What follows belongs to an exercise in optimizing a design on an open flow for small area, a short achievable clock period and few clock cycles per item; a production flow would make more cautious choices.
Function was checked by simulation only, so behaviour that the tests miss may differ from the original.
Power figures rest on the tool's default switching activity, not on a simulated workload.

==> flow/design.v <==
`default_nettype none
package lpoq_pkg;
  localparam int DEPTH  = 16;
  localparam int ADDR_W = (DEPTH > 1) ? $clog2(DEPTH) : 1;
  localparam int OCC_W  = $clog2(DEPTH + 1);
  localparam int PAGE_W = 32;
  localparam int PID_W  = 16;
  localparam int KEY_W  = PAGE_W + PID_W;
  localparam int CAP_W = 5;
  localparam logic [CAP_W-1:0] CAP_RESET = 5'd16;
  typedef enum logic {
    OP_INSERT = 1'b0,
    OP_TOUCH  = 1'b1
  } op_t;
  typedef struct packed {
    logic [PAGE_W-1:0] page;
    logic [PID_W-1:0]  pid;
  } key_t;
  typedef enum logic [6:0] {
    ST_IDLE   = 7'b0000001,
    ST_EV_RD  = 7'b0000010,
    ST_EV_CAP = 7'b0000100,
    ST_SEARCH = 7'b0001000,
    ST_SHIFT  = 7'b0010000,
    ST_APPEND = 7'b0100000,
    ST_DONE   = 7'b1000000
  } state_t;
endpackage
`default_nettype wire
`default_nettype none
module lpoq_ram #(
  parameter int WIDTH  = 48,
  parameter int DEPTH  = 16,
  parameter int ADDR_W = 4
) (
  input  wire logic              clk,
  input  wire logic              we,
  input  wire logic [ADDR_W-1:0] waddr,
  input  wire logic [WIDTH-1:0]  wdata,
  input  wire logic [ADDR_W-1:0] raddr,
  output logic      [WIDTH-1:0]  rdata
);
  logic [WIDTH-1:0] mem [DEPTH];
  always_ff @(posedge clk) begin
    if (we) begin
      mem[waddr] <= wdata;
    end
  end
  always_ff @(posedge clk) begin
    rdata <= mem[raddr];
  end
endmodule
`default_nettype wire
`default_nettype none
module lru_page_order_queue (
  input  wire logic                          clk,
  input  wire logic                          rst,
  input  wire logic                          req_valid,
  output      logic                          req_ready,
  input  wire logic                          req_operation,
  input  wire logic [lpoq_pkg::PAGE_W-1:0]   req_page_number,
  input  wire logic [lpoq_pkg::PID_W-1:0]    req_process_id,
  output      logic                          rsp_valid,
  input  wire logic                          rsp_ready,
  output      logic                          rsp_evicted,
  output      logic [lpoq_pkg::PAGE_W-1:0]   rsp_evicted_page,
  output      logic [lpoq_pkg::PID_W-1:0]    rsp_evicted_pid,
  output      logic                          rsp_hit,
  input  wire logic                          cfg_write_en,
  input  wire logic [lpoq_pkg::CAP_W-1:0]    cfg_write_data
);
  localparam int AW = lpoq_pkg::ADDR_W;
  localparam int OW = lpoq_pkg::OCC_W;
  lpoq_pkg::state_t state;
  logic [lpoq_pkg::CAP_W-1:0] capacity;
  logic [OW-1:0]              occ;     
  logic [OW-1:0]              ridx;    
  logic                       rd_v;    
  logic [AW-1:0]              rd_addr;
  lpoq_pkg::key_t             key_q;
  logic                       ev_q;
  lpoq_pkg::key_t             ev_key;
  logic                       hit_q;
  logic                         ram_we;
  logic [AW-1:0]                ram_waddr;
  logic [lpoq_pkg::KEY_W-1:0]   ram_wdata;
  logic [AW-1:0]                ram_raddr;
  logic [lpoq_pkg::KEY_W-1:0]   ram_rdata;
  lpoq_pkg::key_t               rd_key;
  logic                         rd_issue;
  logic                         match;
  logic                         evict_now;
  logic [15:0]                  cap_eff;
  logic                         out_free;
  lpoq_ram #(
    .WIDTH  (lpoq_pkg::KEY_W),
    .DEPTH  (lpoq_pkg::DEPTH),
    .ADDR_W (AW)
  ) u_ram (
    .clk   (clk),
    .we    (ram_we),
    .waddr (ram_waddr),
    .wdata (ram_wdata),
    .raddr (ram_raddr),
    .rdata (ram_rdata)
  );
  assign rd_key    = lpoq_pkg::key_t'(ram_rdata);
  assign match     = (rd_key == key_q);
  assign req_ready = (state == lpoq_pkg::ST_IDLE);
  assign out_free  = !rsp_valid || rsp_ready;
  always_comb begin
    if (capacity == '0) begin
      cap_eff = 16'd1;
    end else if (16'(capacity) > 16'(lpoq_pkg::DEPTH)) begin
      cap_eff = 16'(lpoq_pkg::DEPTH);
    end else begin
      cap_eff = 16'(capacity);
    end
  end
  assign evict_now = (occ != '0) && (16'(occ) >= cap_eff);
  always_comb begin
    ram_we    = 1'b0;
    ram_waddr = '0;
    ram_wdata = key_q;
    ram_raddr = '0;
    rd_issue  = 1'b0;
    case (state)
      lpoq_pkg::ST_SEARCH: begin
        if (!(rd_v && match) && (ridx < occ)) begin
          rd_issue  = 1'b1;
          ram_raddr = ridx[AW-1:0];
        end
      end
      lpoq_pkg::ST_SHIFT: begin
        if (rd_v) begin
          ram_we    = 1'b1;
          ram_waddr = rd_addr - AW'(1);
          ram_wdata = ram_rdata;
        end
        if (ridx < occ) begin
          rd_issue  = 1'b1;
          ram_raddr = ridx[AW-1:0];
        end
      end
      lpoq_pkg::ST_APPEND: begin
        if (occ < OW'(lpoq_pkg::DEPTH)) begin
          ram_we    = 1'b1;
          ram_waddr = occ[AW-1:0];
        end
      end
      default: begin
        ram_raddr = '0;    
      end
    endcase
  end
  always_ff @(posedge clk) begin
    if (rst) begin
      state     <= lpoq_pkg::ST_IDLE;
      occ       <= '0;
      capacity  <= lpoq_pkg::CAP_RESET;
      rd_v      <= 1'b0;
      rsp_valid <= 1'b0;
    end else begin
      if (cfg_write_en) begin
        capacity <= cfg_write_data;
      end
      if (rsp_valid && rsp_ready && (state != lpoq_pkg::ST_DONE)) begin
        rsp_valid <= 1'b0;
      end
      rd_v    <= rd_issue;
      rd_addr <= ram_raddr;
      case (state)
        lpoq_pkg::ST_IDLE: begin
          if (req_valid) begin
            key_q  <= {req_page_number, req_process_id};
            ev_q   <= 1'b0;
            ev_key <= '0;
            hit_q  <= 1'b0;
            ridx   <= '0;
            if (req_operation == lpoq_pkg::OP_TOUCH) begin
              state <= lpoq_pkg::ST_SEARCH;
            end else if (evict_now) begin
              state <= lpoq_pkg::ST_EV_RD;
            end else begin
              state <= lpoq_pkg::ST_APPEND;
            end
          end
        end
        lpoq_pkg::ST_EV_RD: begin
          state <= lpoq_pkg::ST_EV_CAP;
        end
        lpoq_pkg::ST_EV_CAP: begin
          ev_q   <= 1'b1;
          ev_key <= rd_key;
          ridx   <= OW'(1);
          state  <= lpoq_pkg::ST_SHIFT;
        end
        lpoq_pkg::ST_SEARCH: begin
          if (rd_v && match) begin
            hit_q <= 1'b1;
            ridx  <= OW'(rd_addr) + OW'(1);
            state <= lpoq_pkg::ST_SHIFT;
          end else if (!rd_v && (ridx >= occ)) begin
            state <= lpoq_pkg::ST_DONE;
          end else if (rd_issue) begin
            ridx <= ridx + OW'(1);
          end
        end
        lpoq_pkg::ST_SHIFT: begin
          if (rd_issue) begin
            ridx <= ridx + OW'(1);
          end
          if (!rd_v && (ridx >= occ)) begin
            occ   <= occ - OW'(1);
            state <= lpoq_pkg::ST_APPEND;
          end
        end
        lpoq_pkg::ST_APPEND: begin
          if (occ < OW'(lpoq_pkg::DEPTH)) begin
            occ <= occ + OW'(1);
          end
          state <= lpoq_pkg::ST_DONE;
        end
        lpoq_pkg::ST_DONE: begin
          if (out_free) begin
            rsp_valid        <= 1'b1;
            rsp_evicted      <= ev_q;
            rsp_evicted_page <= ev_key.page;
            rsp_evicted_pid  <= ev_key.pid;
            rsp_hit          <= hit_q;
            state            <= lpoq_pkg::ST_IDLE;
          end
        end
        default: begin
          state <= lpoq_pkg::ST_IDLE;
        end
      endcase
    end
  end
endmodule
`default_nettype wire
==> flow/run.sh <==
#!/bin/bash
# synth_recipe.tcl (not shown) runs the flow's synth.tcl, then flattens the netlist and writes it again
# the make line also repeats each setting of config.mk as NAME=value (left out here)
make -C /OpenROAD-flow-scripts/flow DESIGN_CONFIG=/design/flow/config.mk WORK_HOME=/design/flow/orfs CLKGATE_MAP_FILE= SYNTH_SCRIPT=/design/flow/synth_recipe.tcl finish
==> flow/config.mk <==
export PLATFORM = sky130hd
export DESIGN_NAME = lru_page_order_queue
export DESIGN_NICKNAME = lru_page_order_queue
export VERILOG_FILES = /design/flow/design.v
export SDC_FILE = /design/flow/constraint.sdc
export NUM_CORES = 4
export LEC_CHECK = 0
export CAP_MARGIN = 20
export CORE_MARGIN = 2
export CORE_UTILIZATION = 40
export SLEW_MARGIN = 20
==> flow/constraint.sdc <==
create_clock -name core_clock -period 5.0 [get_ports {clk}]
set_input_delay 1.0000 -clock core_clock [delete_from_list [all_inputs] [get_ports {clk}]]
set_output_delay 1.0000 -clock core_clock [all_outputs]
set_load 0.01 [all_outputs]
==> qor.txt <==
Final Hold Vio Count: 0
vias in the first global route: 21900
core area: 96700 um2
area of the mapped netlist: 39100 um2
# Max-Cap Violations: 0
vias per cell: 5.80
Register-to-Register Path Depth: 8
Die W: 317 um
# diodes: 0
CP endpoint kind: flop
Pins Over Slew Limit: 0
Synth Area per Inst: 17.2 um2
most common cell after layout, fill and taps aside: edfxtp_1
VDD IR-drop max: 0.265 mV
Clock Skew: 0.0226 ns
period utilization: 0.792
antenna violations before repair: 1
CTS tree: done
synthesized flop and latch total: 992
die extent in y: 317 um
Peak Freq: 253 MHz
LEAKAGE: 0.0144 uW
synth unique cells: 64
Primary FF master, synth: edfxtp_1
hold buffer count at CTS: 0
routability cong.: 0.810
CTS HTree Levels: 3
Data arrival, critical path: 4.55 ns
Post-DP HPWL: 57300 um
Bufs on Longest Clock Path: 3
CP Max Fanout: 55
Setup CP Type: flop to flop
Layout area overhead: 15.9%
DRC viols: 0
Post-CTS Setup Repair Bufs: 0
final setup fails: 0
WP data required: 5.59 ns
combinational family with the most area after synthesis: multiplexers
Nets: 2478
Root Driver: clkbuf_16
Detailed Route WL: 106000 um
Via Count: 21800
Ys Warns: 2
Async SR Flop Fraction: 0
Slew @ Worst Pin: 1.03 ns
Worst Hold Depth: 0
first-pass GRT wire length: 153000 um
Rel. slew slack: 0.310
mux contribution to synthesized area: 0.0959
Post-synth EDFFs: 925
row cnt: 114
die area: 100000 um2
DP Worst Slack: 1.11 ns
all-layer global routing usage: 0.212
crit start category: flop
aggregate global routing overflow: 0
Avg WL per Cell: 28.2 um
Initial DRC Count: 2330
outcome: timing/DRC/antenna clean
pwr dens: 393 nW/um2
layout cells sized above 1: 0.163
clk sink count: 992
fin crit period: 3.96 ns
Net Count, Synth: 2346
Fin Setup TNS: 0 ns
Worst-path clk slew: 0.06 ns
register area share after synthesis: 0.745
largest net degree at the start of global routing: 110
commonest cells after routing, fill and taps aside: 925 x edfxtp_1, 111 x o21ai_0, 110 x clkdlybuf4s50_1, 105 x clkbuf_16, 96 x mux4_2
worst hold path type: flop to flop
synthesized-area fraction occupied by adder cells: 0.00596
post-CTS sizing: 0
simple-gate share of the synthesized area: 0.0518
Port-buffer cells: 110
worst skew pair latency: 0.68 ns
Num CTS Buffers: 103
Synth Instances: 2269
RSZ-0062 raised after global routing: no
DRT antenna net count: 0
XOR/XNOR Fraction of Synth Area: 0.0130
first-pass detailed-route iteration total: 6
io pins: 111
worst setup margin: 1.04 ns
Initial Utilization: 0.404
compound-cell area share of the yosys netlist: 0.0701
-- final cells by class --
cell class	count	area, um2
clock buffer	153	2940
clock inverter	39	365
fill	8146	51400
inverter	21	80.1
multi-input combinational	1113	9440
sequential	992	29100
tap	1276	1600
timing repair buffer	170	1720
-- stage by stage --
| stage | utilization | cell area [um2] | std cells | hold WS [ns] | total power (uW) |
|---|---|---|---|---|---|
| after floorplan | - | 39100 | 2269 | 0.400 | 10100 |
| after global placement | 0.434 | 41900 | 3571 | 0.401 | 10500 |
| after detailed placement | 0.434 | 41900 | 3571 | 0.405 | 10500 |
| after CTS | 0.468 | 45200 | 3763 | 0.409 | 17900 |
| after global routing | 0.468 | 45300 | 3764 | 0.422 | 18300 |
| final | 0.468 | 45300 | 3764 | 0.412 | 17800 |
-- path summary, 6_finish.rpt --
kind	start	end	slack [ns]
max	key_q[33]	u_ram.rdata[22]	1.04
max reg2reg	key_q[33]	u_ram.rdata[22]	1.04
min reg2reg	ev_key[10]	rsp_evicted_pid[10]	0.41
min	ev_key[10]	rsp_evicted_pid[10]	0.41
-- per-layer routing --
layer  track usage  wire (um)  vias up
met5             0          0        -
met1         0.302      45500    11400
li1              -          -     9310
met3        0.0331       8460      154
met4        0.0656       2790        0
met2         0.336      49400      999
-- cells by family (layout without fill, tap and decap cells) --
| kind of cell | after synthesis | count (layout) |
|---|---|---|
| simple gates | 371 | 371 |
| xor+xnor | 58 | 58 |
| fa+ha+maj | 18 | 18 |
| mux | 247 | 247 |
| buf+inv | 164 | 383 |
| compound gates | 419 | 419 |
| flops | 992 | 992 |
-- critical path, cell delays in order, from the launching register on --
cell      delay [ns]
edfxtp_1        0.40
xnor2_1         0.57
nand4_1         0.41
nor3_1          0.60
nand4_4         0.45
nand3_2         0.22
buf_4           0.72
o21ai_0         0.26
o21ai_1         0.21
-- state kept, by name, indices dropped and copies added, names as in the netlist, 4 cells and up --
| register | count |
|---|---|
| rd_addr | 4 |
| u_ram.rdata | 48 |
| rsp_evicted_pid | 16 |
| capacity | 5 |
| u_ram.mem | 768 |
| key_q | 48 |
| ev_key | 48 |
| occ | 5 |
| rsp_evicted_page | 32 |
| state | 7 |
| ridx | 5 |
-- Yosys cell counts, types with 17 or more instances --
master / count / area share
a211oi_1: 55 / 0.011
a21oi_1: 92 / 0.012
and2_1: 86 / 0.014
buf_1: 17 / 0.0016
buf_2: 27 / 0.0035
clkbuf_1: 88 / 0.0085
dfxtp_1: 67 / 0.034
edfxtp_1: 925 / 0.71
ha_1: 17 / 0.0054
inv_1: 20 / 0.0019
mux2_2: 57 / 0.016
mux2i_1: 94 / 0.024
mux4_2: 96 / 0.055
nand2_1: 47 / 0.0045
nand3_1: 26 / 0.0033
nand4_1: 25 / 0.0040
nor2_1: 71 / 0.0068
nor3_1: 59 / 0.0076
o211ai_1: 26 / 0.0050
o21ai_0: 112 / 0.014
o22ai_1: 17 / 0.0027
xnor2_1: 45 / 0.010
-- report_power, final --
group | leakage [uW] | switching (uW) | internal [uW]
Combinational | 0.00385 | 667 | 376
Clock | 0.00161 | 3120 | 4320
Sequential | 0.00893 | 81.7 | 9210
Total | 0.0144 | 3870 | 13900
Testbench counts, summed over its fixed seeds: cycles 64,945, items 3,200.

port drivers added, routing unchanged:
No port has a modelled driver above. Below, the same layout with a new extraction and two added sets of constraints.
Step 1 (the two cells are an assumption about what drives the block):
set clk [get_ports {clk}]
set_driving_cell -lib_cell sky130_fd_sc_hd__clkbuf_16 $clk
set_driving_cell -lib_cell sky130_fd_sc_hd__buf_2 [delete_from_list [all_inputs] $clk]
Step 2, shift: input delay + t, output delay - t, t = (earliest + latest rising clock arrival at the registers) / 2. This alone moves slack from input paths to output paths.
Three values: ideal ports, drivers, drivers and shift; two values: the first two.
shift t [ns]: 0.734
setup slack, ns: 1.040 / 1.040 / 1.040
pins driven straight from the clock port: 1
After both steps this run still meets setup and hold. For this run, drivers alone change the setup slack by 0.000 ns; drivers and shift together by 0.000 ns.
